Context: an optimization exercise on an open-source flow, tuned for small area. The choices shown serve that exercise and are no tape-out recipe.
Function was checked by simulation only, so behaviour that the tests miss may differ from the original.
The clock port is modelled as an ideal driver; clocking choices that lean on that would not hold on a real chip.
Power figures rest on the tool's default switching activity, not on a simulated workload.

==> flow/design.v (excerpt) <==
module audio_processing #(
    parameter int num_taps = 8,
    parameter int bclk_div = 4
) (
    input  logic                        clk,
    input  logic                        rst,
    input  logic                        audio_enable,
    input  logic                        i2s_bclk,
    input  logic                        i2s_lrclk,
    input  logic                        i2s_d,
    input  logic                        coef_wr_en,
    input  audio_pkg::band_t            coef_band,
    input  logic [$clog2(num_taps)-1:0] coef_addr,
    input  audio_pkg::coef_t            coef_data,
    input  logic                        gain_wr_en,
    input  audio_pkg::band_t            gain_band,
    input  audio_pkg::gain_t            gain_data,
    output logic                        dac_bclk,
    output logic                        dac_lrclk,
    output logic                        dac_data
);
    logic        clr;
    logic        left_soon, frame_soon, frame_done;
    logic [23:0] shift_sr;
    logic [4:0]  seq;
    logic [3:0]  hist_cnt;           
    logic [191:0] ring_l;            
    logic [191:0] ring_r;
    logic [2:0]  ptr_l, ptr_r;       
    logic        want_l, want_r;     
    logic        feed_l, feed_r;
    logic [2:0]  pos_l, pos_r;
    logic [7:0]  sel_l, sel_r;
    logic        pass;
    logic [2:0]  tap;
    logic        tap_ok;
    logic [23:0] tap_x;
    logic [15:0] coef0 [8];
    logic [15:0] coef1 [8];
    logic [15:0] coef_wdata;
  ...
For scale: about 990 flip-flops, ~0.051 sq mm of cells after synthesis.
Settings: LEC_CHECK=0, CAP_MARGIN=20, CORE_MARGIN=2, CORE_UTILIZATION=70, CTS_BUF_LIST=sky130_fd_sc_hd__clkbuf_16, CTS_CLUSTER_DIAMETER=100, CTS_CLUSTER_SIZE=24, SLEW_MARGIN=20, SYNTH_HIERARCHICAL=1; clock period 20.0 ns.
standard.sh (not shown) runs the stock make flow with config.mk's settings and CLKGATE_MAP_FILE= SYNTH_SCRIPT=/design/flow/synth_recipe.tcl, a recipe that flattens the netlist after the stock synthesis.
==> flow/flow/run.sh <==
#!/bin/bash
set -euo pipefail
W=$PWD
{ head -n 1 synth_recipe.tcl; cat flow/abc_proc.tcl; tail -n +2 synth_recipe.tcl; } > own_synth.tcl
sed "s|SYNTH_SCRIPT=[^ ]*synth_recipe.tcl|SYNTH_SCRIPT=$W/own_synth.tcl|" standard.sh > own_standard.sh
grep -q "SYNTH_SCRIPT=$W/own_synth.tcl" own_standard.sh
export OWN_ABC_SCRIPT=$W/flow/abc_map.script
export CTS_ARGS="-sink_clustering_enable -repair_clock_nets -sink_clustering_size 24 -sink_clustering_max_diameter 100 -buf_list sky130_fd_sc_hd__clkbuf_16 -dont_use_dummy_load"
bash own_standard.sh > standard.log 2>&1
==> flow/flow/abc_map.script <==
&get -n
&st
&dch
&nf -R 1000 -p
&st
&syn2
&if -g -K 6
&synch2
&nf -R 1000 -p
&st
&syn2
&if -g -K 6
&synch2
&nf -R 1000 -p
&st
&syn2
&if -g -K 6
&synch2
&nf -R 1000 -p
&st
&syn2
&if -g -K 6
&synch2
&nf -R 1000 -p
&st
&syn2
&if -g -K 6
&synch2
&nf -R 1000 -p
&put
buffer -c
topo
stime -c
dnsize -c
==> flow/flow/abc_proc.tcl <==
# Own synthesis: ORFS's synthesis exactly as the standard flow's synth_recipe.tcl runs it, except that the
# final technology mapping (abc) uses flow/abc_map.script instead of ORFS's abc_speed.script:
# the same sequence with the delay relaxed in &nf (-R 1000, pin permutation on) and without
# upsizing, so that gates are mapped for area; the clock period leaves ample slack.
proc abc {args} {
  set i [lsearch -exact $args -script]
  if { $i >= 0 } {
    lset args [expr { $i + 1 }] $::env(OWN_ABC_SCRIPT)
  }
  yosys abc {*}$args
}
Next try:
--- a/flow/design.v
+++ b/flow/design.v
@@ -915,39 +915,39 @@
 `timescale 1ns/100ps
 module eq_band_mixer (
     input  logic        clk,
     input  logic        rst,
     input  logic        gain_wr_en,
     input  logic        gain_band,
     input  logic [15:0] gain_data,           
     output logic [15:0] gain_r0,
     output logic [15:0] gain_r1,
-    output logic [15:0] gain_fwd0,
-    output logic [15:0] gain_fwd1
+    output logic [15:0] data_d,
+    output logic        fwd0,
+    output logic        fwd1
 );
     logic        wr_d;
     logic        band_d;
-    logic [15:0] data_d;
     logic [15:0] wdata;
     always_ff @(posedge clk) begin
         wr_d   <= gain_wr_en & ~rst;
         band_d <= gain_band;
         data_d <= gain_data;
     end
     assign wdata = rst ? 16'h4000 : data_d;               
     always_ff @(posedge clk) begin
         if (rst || (wr_d && !band_d))
             gain_r0 <= wdata;
         if (rst || (wr_d && band_d))
             gain_r1 <= wdata;
     end
-    assign gain_fwd0 = (wr_d && !band_d) ? data_d : gain_r0;
-    assign gain_fwd1 = (wr_d &&  band_d) ? data_d : gain_r1;
+    assign fwd0 = wr_d && !band_d;
+    assign fwd1 = wr_d &&  band_d;
 endmodule
 `timescale 1ns/100ps
 module i2s_transmitter (
     input  logic        clk,
     input  logic        rst,
     input  logic        audio_enable,
     input  logic        mix_valid,
     input  logic [47:0] mix_frame,           
     output logic        dac_bclk,
@@ -1046,19 +1046,22 @@
     logic [2:0]  pos_l, pos_r;
     logic [7:0]  sel_l, sel_r;
     logic        pass;
     logic [2:0]  tap;
     logic        tap_ok;
     logic [23:0] tap_x;
     logic [15:0] coef0 [8];
     logic [15:0] coef1 [8];
     logic [15:0] coef_wdata;
-    logic [15:0] gain_r0, gain_r1, gain_fwd0, gain_fwd1;
+    logic [15:0] gain_r0, gain_r1, gain_data_d;
+    logic        gain_fwd0, gain_fwd1;
+    logic [7:0]  csel;
+    logic [10:0] csel0, csel1;
     logic        band_valid, s1_valid, mix_valid;
     logic [42:0] acc0_n, acc1_n;     
     logic        pend0, pend1;   
     logic [42:0] sum0_n, sum1_n;
     logic        pout0, pout1;
     logic [42:0] res0_n, res1_n;    
     logic [42:0] acc0, acc1;
     logic [23:0] res0, res1;         
     logic [23:0] sat15_0, sat15_1, sat14_0, sat14_1;
@@ -1147,35 +1150,52 @@
                 coef0[i] <= coef_wdata;
             if (rst || (coef_wr_en && coef_band && coef_addr == 3'(i)))
                 coef1[i] <= coef_wdata;
         end
     end
     eq_band_mixer gains (
         .clk (clk), .rst (rst),
         .gain_wr_en (gain_wr_en), .gain_band (gain_band), .gain_data (gain_data),
         .gain_r0 (gain_r0), .gain_r1 (gain_r1),
-        .gain_fwd0 (gain_fwd0), .gain_fwd1 (gain_fwd1)
+        .data_d (gain_data_d), .fwd0 (gain_fwd0), .fwd1 (gain_fwd1)
     );
     eq_mac_resolve res_0 (.acc_n (acc0_n[42:22]), .pend (pend0), .res_n (res0_n[42:22]));
     eq_mac_resolve res_1 (.acc_n (acc1_n[42:22]), .pend (pend1), .res_n (res1_n[42:22]));
     assign res0_n[21:0] = acc0_n[21:0];
     assign res1_n[21:0] = acc1_n[21:0];
     assign acc0 = ~res0_n;
     assign acc1 = ~res1_n;
     assign sat15_0 = sat_shift15(acc0);
     assign sat15_1 = sat_shift15(acc1);
     assign sat14_0 = sat_shift14(acc0);
     assign sat14_1 = sat_shift14(acc1);
     assign first = (pass && tap == 3'd0) || band_valid;
-    assign x0 = band_valid ? res0 : s1_valid ? res1    : tap_x;
-    assign x1 = band_valid ? sat15_1 : s1_valid ? res0 : tap_x;
-    assign c0 = band_valid ? gain_fwd0 : s1_valid ? gain_r1 : coef0[tap];
-    assign c1 = band_valid ? gain_fwd1 : s1_valid ? gain_r0 : coef1[tap];
+    always_comb begin
+        for (int k = 0; k < 8; k++)
+            csel[k] = !band_valid && !s1_valid && tap == 3'(k);
+    end
+    assign csel0 = {s1_valid, band_valid && !gain_fwd0, band_valid && gain_fwd0, csel};
+    assign csel1 = {s1_valid, band_valid && !gain_fwd1, band_valid && gain_fwd1, csel};
+    for (genvar b = 0; b < 24; b++) begin : g_x
+        eq_pick2 px0 (.t (tap_x[b]), .sa (band_valid), .a (res0[b]),    .sb (s1_valid), .b (res1[b]), .y (x0[b]));
+        eq_pick2 px1 (.t (tap_x[b]), .sa (band_valid), .a (sat15_1[b]), .sb (s1_valid), .b (res0[b]), .y (x1[b]));
+    end
+    for (genvar b = 0; b < 16; b++) begin : g_c
+        logic [10:0] d0, d1;
+        for (genvar k = 0; k < 8; k++) begin : g_k
+            assign d0[k] = coef0[k][b];
+            assign d1[k] = coef1[k][b];
+        end
+        assign d0[10:8] = {gain_r1[b], gain_r0[b], gain_data_d[b]};
+        assign d1[10:8] = {gain_r0[b], gain_r1[b], gain_data_d[b]};
+        eq_pick11 pc0 (.sel (csel0), .d (d0), .y (c0[b]));
+        eq_pick11 pc1 (.sel (csel1), .d (d1), .y (c1[b]));
+    end
     eq_mac mac0 (.c (c0), .x (x0), .first (first), .acc_n (acc0_n), .pend (pend0),
                  .sum_n (sum0_n), .pout (pout0));
     eq_mac mac1 (.c (c1), .x (x1), .first (first), .acc_n (acc1_n), .pend (pend1),
                  .sum_n (sum1_n), .pout (pout1));
     always_ff @(posedge clk) begin
         acc0_n  <= sum0_n;
         acc1_n  <= sum1_n;
         pend0 <= pout0;
         pend1 <= pout1;
@@ -1205,9 +1225,26 @@
     endfunction
 endmodule
 module eq_pick16 (
     input  logic [15:0] sel,
     input  logic [15:0] d,
     output logic        y
 );
     assign y = |(sel & d);
 endmodule
+module eq_pick2 (
+    input  logic t,
+    input  logic sa,
+    input  logic a,
+    input  logic sb,
+    input  logic b,
+    output logic y
+);
+    assign y = t | (sa & a) | (sb & b);
+endmodule
+module eq_pick11 (
+    input  logic [10:0] sel,
+    input  logic [10:0] d,
+    output logic        y
+);
+    assign y = |(sel & d);
+endmodule
The changed run ran to the end with no violations.
Setup slack gets better by 0.083 ns.
Register-to-register slack gets better by 0.08 ns.
Power is lower by 2.7%.
Wire length came out lower by 0.72%.
Maximum frequency went up by 0.49%.
Global-route usage rose by 0.42 points.
Via count is lower by 3.1%.
Final area shrinks by 2.4%.

## static timing again, ports no longer ideal
In the flow no input, the clock included, has a driving cell. The finished layouts below were timed again as built, in two steps. Step 1 (the two cells are an assumption about what drives the block):
set clk [get_ports {clk}]
set_driving_cell -lib_cell sky130_fd_sc_hd__clkbuf_16 $clk
set_driving_cell -lib_cell sky130_fd_sc_hd__buf_2 [delete_from_list [all_inputs] $clk]
Step 2 times the ports against the registers' clock, not the clock port: input delays grow and output delays shrink by t, the midpoint of the rising clock arrivals with the driver on. a / b / c = ideal / step 1 / step 2; a / b = the first two.
| run | shift t [ns] | setup WS [ns] | worst hold slack (ns) | worst setup path at the end | pins driven straight from the clock port |
|---|---|---|---|---|---|
| the first run | 0.688 | 2.958 / 2.958 / 2.958 | 0.302 / 0.302 / 0.302 | register to register | 1 |
| the second run | 0.676 | 3.041 / 3.041 / 3.041 | 0.297 / 0.297 / 0.297 | register to register | 1 |
After both steps every run listed still meets setup and hold.
